Source: an optimization exercise on an open RTL-to-GDS flow (aim: small area, a short achievable clock period and few clock cycles per item). Production flows keep margins and buffers that such runs may drop.
Function was checked by simulation only, so behaviour that the tests miss may differ from the original.
Power is estimated from default activity; no workload was simulated.

Setup of oak:
==> flow/design.v (excerpt) <==
module scancode_to_char_buffer (
    input  logic        aclk,
    input  logic        aresetn,
    input  logic        s_tvalid,
    output logic        s_tready,
    input  logic [15:0] s_tdata,
    input  logic [2:0]  s_tuser,
    output logic        m_tvalid,
    input  logic        m_tready,
    output logic [15:0] m_tdata
);
    logic         shift_reg, alt_reg;
    logic [127:0] keymap;
    logic [7:0]   wptr, rptr;
    logic [5:0]   gnext;             
    logic [15:0]  wptr_lo, wptr_hi;  
    logic [7:0]   gnext_lo, gnext_hi;  
    logic [255:0][6:0] ring;
    logic [6:0]   grp_cur [0:3];
    logic [6:0]   grp_nxt [0:3];
    logic        out_valid, skid_valid, s1_valid, s_rdy;
    logic [10:0] out_data, skid_data, s1_res;
    logic [7:0]  s1_kp;
    logic [2:0]  s1_khi;
    logic fire;
    assign s_tready = s_rdy;
    assign fire     = s_tvalid && s_rdy;
    logic [6:0] key;
    logic       brk, is_shift, is_alt;
    logic       k_scan, k_read, k_alt, k_clear, k_query;
    assign key      = s_tdata[6:0];
    assign brk      = s_tdata[7];
    assign is_shift = (key == CODE_LSHIFT) || (key == CODE_RSHIFT);
    assign is_alt   = (key == CODE_ALT);
    assign k_scan   = (s_tuser == REQ_SCAN);
    assign k_read   = (s_tuser == REQ_READ);
    assign k_alt    = (s_tuser == REQ_ALT);
    assign k_clear  = (s_tuser == REQ_CLEAR);
  ...
For scale: about 5400 cells after synthesis.
==> module scancode_to_char_buffer, before the edit <==
module scancode_to_char_buffer (
    input  logic        aclk,
    input  logic        aresetn,
    input  logic        s_tvalid,
    output logic        s_tready,
    input  logic [15:0] s_tdata,
    input  logic [2:0]  s_tuser,
    output logic        m_tvalid,
    input  logic        m_tready,
    output logic [15:0] m_tdata
);
    logic         shift_reg, alt_reg;
    logic [127:0] keymap;
    logic [7:0]   wptr, rptr;
    logic [5:0]   gnext;             
    logic [15:0]  wptr_lo, wptr_hi;  
    logic [7:0]   gnext_lo, gnext_hi;  
    logic [255:0][6:0] ring;
    logic [6:0]   grp_cur [0:3];
    logic [6:0]   grp_nxt [0:3];
    logic        out_valid, skid_valid, s1_valid, s_rdy;
    logic [10:0] out_data, skid_data, s1_res;
    logic [7:0]  s1_kp;
    logic [2:0]  s1_khi;
    logic fire;
    assign s_tready = s_rdy;
    assign fire     = s_tvalid && s_rdy;
    logic [6:0] key;
    logic       brk, is_shift, is_alt;
    logic       k_scan, k_read, k_alt, k_clear, k_query;
    assign key      = s_tdata[6:0];
    assign brk      = s_tdata[7];
    assign is_shift = (key == CODE_LSHIFT) || (key == CODE_RSHIFT);
    assign is_alt   = (key == CODE_ALT);
    assign k_scan   = (s_tuser == REQ_SCAN);
    assign k_read   = (s_tuser == REQ_READ);
    assign k_alt    = (s_tuser == REQ_ALT);
    assign k_clear  = (s_tuser == REQ_CLEAR);
    assign k_query  = (s_tuser == REQ_QUERY);
    logic       empty, full;
    logic [7:0] wptr_inc, rptr_inc;
    logic       wr, rd, adv, gcross, clr;
    logic [6:0] wchar;
    assign wptr_inc = wptr + 8'd1;
    assign rptr_inc = rptr + 8'd1;
    assign wr       = fire && k_scan && !brk && !is_shift && !is_alt;
    assign rd       = fire && k_read && !empty;
    assign adv      = rd || (wr && full);
    assign gcross   = adv && (rptr[1:0] == 2'd3);
    assign clr      = fire && k_clear;
    assign wchar    = scb_pkg::char_lookup(key, shift_reg);
    logic [7:0] kp;
    always_comb begin
        for (int h = 0; h < 8; h++) begin
            kp[h] = k_query && keymap[{3'(h), s_tdata[11:8]}];
        end
    end
    logic [10:0] res;
    always_comb begin
        res = '0;
        if (k_read && !empty) begin
            res[6:0] = grp_cur[rptr[1:0]];
            res[7]   = 1'b1;
        end
        res[8]  = k_alt && alt_reg;
        res[10] = k_scan && !brk && is_alt;
    end
    logic [10:0] fin;
    always_comb begin
        fin    = s1_res;
        fin[9] = s1_kp[s1_khi];
    end
    logic pop, out_free, s1_to_out, s1_to_skid;
    logic out_valid_n, skid_valid_n, s1_valid_n;
    assign pop        = out_valid && m_tready;
    assign out_free   = !out_valid || pop;
    assign s1_to_out  = s1_valid && out_free && !skid_valid;
    assign s1_to_skid = s1_valid && (out_free ? skid_valid : !skid_valid);
    assign out_valid_n  = out_free ? (skid_valid || s1_valid) : 1'b1;
    assign skid_valid_n = out_free ? (skid_valid && s1_valid) : (skid_valid || s1_valid);
    assign s1_valid_n   = fire || (s1_valid && !s1_to_out && !s1_to_skid);
    logic [63:0][27:0] groups;
    logic [3:0][6:0]   nxt_rd;
    assign groups = ring;
    always_comb begin
        nxt_rd = '0;
        for (int j = 0; j < 64; j++) begin
            nxt_rd = nxt_rd | (groups[j] & {28{gnext_hi[j / 8] && gnext_lo[j % 8]}});
        end
    end
    always_ff @(posedge aclk) begin
        for (int i = 0; i < 256; i++) begin
            if (wptr_hi[i / 16] && wptr_lo[i % 16]) ring[i] <= wchar;
        end
        for (int s = 0; s < 4; s++) begin
            if (wptr == {gnext, 2'(s)}) grp_nxt[s] <= wchar;
            else grp_nxt[s] <= nxt_rd[s];
            if (gcross) grp_cur[s] <= grp_nxt[s];
            else if (wptr == {rptr[7:2], 2'(s)}) grp_cur[s] <= wchar;
        end
        if (out_free) out_data <= skid_valid ? skid_data : fin;
        if (s1_to_skid) skid_data <= fin;
        if (s_rdy) begin
            s1_res <= res;
            s1_kp  <= kp;
            s1_khi <= s_tdata[14:12];
        end
    end
    always_ff @(posedge aclk) begin
        if (!aresetn) begin
            shift_reg  <= 1'b0;
            alt_reg    <= 1'b0;
            keymap     <= '0;
            wptr       <= '0;
            wptr_lo    <= 16'd1;
            wptr_hi    <= 16'd1;
            rptr       <= '0;
            empty      <= 1'b1;
            full       <= 1'b0;
            gnext      <= 6'd1;
            gnext_lo   <= 8'd2;
            gnext_hi   <= 8'd1;
            out_valid  <= 1'b0;
            skid_valid <= 1'b0;
            s1_valid   <= 1'b0;
            s_rdy      <= 1'b1;
        end else begin
            if (fire && k_scan) begin
                keymap[key] <= !brk;
                if (is_shift) shift_reg <= !brk;
                if (is_alt && !brk) alt_reg <= 1'b1;
            end
            if (fire && k_alt) alt_reg <= 1'b0;
            if (clr) begin
                empty <= 1'b1;
                full  <= 1'b0;
            end else if (wr) begin
                empty <= 1'b0;
                if (!full) full <= (wptr_inc + 8'd1 == rptr);
            end else if (rd) begin
                empty <= (rptr_inc == wptr);
                full  <= 1'b0;
            end
            if (clr) begin
                wptr     <= '0;
                wptr_lo  <= 16'd1;
                wptr_hi  <= 16'd1;
                rptr     <= '0;
                gnext    <= 6'd1;
                gnext_lo <= 8'd2;
                gnext_hi <= 8'd1;
            end else begin
                if (wr) begin
                    wptr    <= wptr_inc;
                    wptr_lo <= {wptr_lo[14:0], wptr_lo[15]};
                    if (wptr_lo[15]) wptr_hi <= {wptr_hi[14:0], wptr_hi[15]};
                end
                if (adv) rptr <= rptr_inc;
                if (gcross) begin
                    gnext    <= gnext + 6'd1;
                    gnext_lo <= {gnext_lo[6:0], gnext_lo[7]};
                    if (gnext_lo[7]) gnext_hi <= {gnext_hi[6:0], gnext_hi[7]};
                end
            end
            out_valid  <= out_valid_n;
            skid_valid <= skid_valid_n;
            s1_valid   <= s1_valid_n;
            s_rdy      <= !(out_valid_n && skid_valid_n && s1_valid_n);
        end
    end
    assign m_tvalid = out_valid;
    assign m_tdata  = {4'b0, out_data[10:7], 1'b0, out_data[6:0]};
endmodule
Settings: LEC_CHECK=0, CAP_MARGIN=20, CORE_MARGIN=2, CORE_UTILIZATION=40, CTS_CLUSTER_DIAMETER=120, CTS_CLUSTER_SIZE=24, SETUP_SLACK_MARGIN=2.2, SLEW_MARGIN=20, TNS_END_PERCENT=10; clock period 4.5 ns.
standard.sh (not shown) runs the stock make flow with config.mk's settings and CLKGATE_MAP_FILE= SYNTH_SCRIPT=/design/flow/synth_recipe.tcl, a recipe that flattens the netlist after the stock synthesis.
==> flow/flow/run.sh <==
#!/bin/bash
# The standard layout, with the port buffers made as sky130_fd_sc_hd__buf_4
# instead of the default delay cell, which the footprint-matched resizer
# cannot swap for a faster buffer afterwards; the resizer may also change
# a cell for one of another footprint. Make's full output goes to
# flow_make.log; each ORFS step keeps its own log under orfs/logs/.
set -euo pipefail
export BUFFER_PORTS_ARGS="-buffer_cell sky130_fd_sc_hd__buf_4"
bash standard.sh "BUFFER_PORTS_ARGS=$BUFFER_PORTS_ARGS" MATCH_CELL_FOOTPRINT=0 finish > flow_make.log 2>&1
Testbench counts of oak, summed over its fixed seeds: cycles 16,016, items 16,000.
Modified inputs, pine compared to oak
-- flow/design.v --
<<< oak, line 144
    logic [7:0]   wptr, rptr;
    logic [5:0]   gnext;             
    logic [15:0]  wptr_lo, wptr_hi;  
    logic [7:0]   gnext_lo, gnext_hi;  
    logic [255:0][6:0] ring;
>>> pine, line 144
    logic [7:0]   wptr, rptr;
    logic [5:0]   gnext;             
    logic [6:0]   wchar_q;
    logic [7:0]   wd;
    logic [15:0]  wd_lo, wd_hi;
    logic         pend_head;         
    logic [7:0]   gnext_lo, gnext_hi;  
    logic [255:0][6:0] ring;
<<< oak, line 190
        res = '0;
        if (k_read && !empty) begin
            res[6:0] = grp_cur[rptr[1:0]];
            res[7]   = 1'b1;
        end
>>> pine, line 193
        res = '0;
        if (k_read && !empty) begin
            res[6:0] = pend_head ? wchar_q : grp_cur[rptr[1:0]];
            res[7]   = 1'b1;
        end
<<< oak, line 221
    always_ff @(posedge aclk) begin
        for (int i = 0; i < 256; i++) begin
            if (wptr_hi[i / 16] && wptr_lo[i % 16]) ring[i] <= wchar;
        end
        for (int s = 0; s < 4; s++) begin
            if (wptr == {gnext, 2'(s)}) grp_nxt[s] <= wchar;
            else grp_nxt[s] <= nxt_rd[s];
            if (gcross) grp_cur[s] <= grp_nxt[s];
            else if (wptr == {rptr[7:2], 2'(s)}) grp_cur[s] <= wchar;
        end
        if (out_free) out_data <= skid_valid ? skid_data : fin;
>>> pine, line 224
    always_ff @(posedge aclk) begin
        for (int i = 0; i < 256; i++) begin
            if (wd_hi[i / 16] && wd_lo[i % 16]) ring[i] <= wchar_q;
        end
        for (int s = 0; s < 4; s++) begin
            if (wd == {gnext, 2'(s)}) grp_nxt[s] <= wchar_q;
            else grp_nxt[s] <= nxt_rd[s];
            if (gcross) begin
                if (wd == {gnext, 2'(s)}) grp_cur[s] <= wchar_q;
                else grp_cur[s] <= grp_nxt[s];
            end else if (wd == {rptr[7:2], 2'(s)}) begin
                grp_cur[s] <= wchar_q;
            end
        end
        wchar_q <= wchar;
        wd      <= wptr;
        for (int i = 0; i < 16; i++) begin
            wd_lo[i] <= (wptr[3:0] == 4'(i));
            wd_hi[i] <= (wptr[7:4] == 4'(i));
        end
        if (out_free) out_data <= skid_valid ? skid_data : fin;
<<< oak, line 243
            keymap     <= '0;
            wptr       <= '0;
            wptr_lo    <= 16'd1;
            wptr_hi    <= 16'd1;
            rptr       <= '0;
            empty      <= 1'b1;
>>> pine, line 256
            keymap     <= '0;
            wptr       <= '0;
            pend_head  <= 1'b0;
            rptr       <= '0;
            empty      <= 1'b1;
<<< oak, line 262
            end
            if (fire && k_alt) alt_reg <= 1'b0;
            if (clr) begin
                empty <= 1'b1;
>>> pine, line 274
            end
            if (fire && k_alt) alt_reg <= 1'b0;
            pend_head <= wr && empty;
            if (clr) begin
                empty <= 1'b1;
<<< oak, line 274
            if (clr) begin
                wptr     <= '0;
                wptr_lo  <= 16'd1;
                wptr_hi  <= 16'd1;
                rptr     <= '0;
                gnext    <= 6'd1;
>>> pine, line 287
            if (clr) begin
                wptr     <= '0;
                rptr     <= '0;
                gnext    <= 6'd1;
<<< oak, line 281
                gnext_hi <= 8'd1;
            end else begin
                if (wr) begin
                    wptr    <= wptr_inc;
                    wptr_lo <= {wptr_lo[14:0], wptr_lo[15]};
                    if (wptr_lo[15]) wptr_hi <= {wptr_hi[14:0], wptr_hi[15]};
                end
                if (adv) rptr <= rptr_inc;
                if (gcross) begin
>>> pine, line 292
                gnext_hi <= 8'd1;
            end else begin
                if (wr) wptr <= wptr_inc;
                if (adv) rptr <= rptr_inc;
                if (gcross) begin
### Flow results
- Number of fillers in the final layout went up by a few percent going from oak to pine.
- Changes observed in pine relative to oak: post-CTS repair timing setup buffer count -49; clock network fraction of total power +0.5 points.
- | combinational group share of total power | lower: pine |
- The final worst-path cycle share in pine was lower than what oak gave.
Testbench counts of pine, summed over its fixed seeds: cycles 16,016, items 16,000.

-- re-timing with driven ports --
In the flow no input, the clock included, has a driving cell. The finished layouts below were timed again as built, in two steps.
Step 1 assumes that a clkbuf_16 drives the clock port and a buf_2 every other input.
Step 2 adds t to the input delays and takes it off the output delays; t is the mean of the earliest and latest rising clock arrival at the registers after step 1. Input paths then give back, and output paths get back, about the clock's delay inside the block.
a / b / c = no drivers / after step 1 / after step 2; a / b = the first two.
| run | t (ns) | slack for setup (ns) | cell pins on the clock port's net |
|---|---|---|---|
| oak | 0.859 | 1.588 / 1.588 / 0.758 | 1 |
| pine | 0.865 | 1.793 / 1.793 / 1.093 | 1 |
After both steps every run listed still meets setup and hold. The setup slack of oak, which loses most, moves by 0.000 ns with the drivers and by -0.830 ns with both steps.
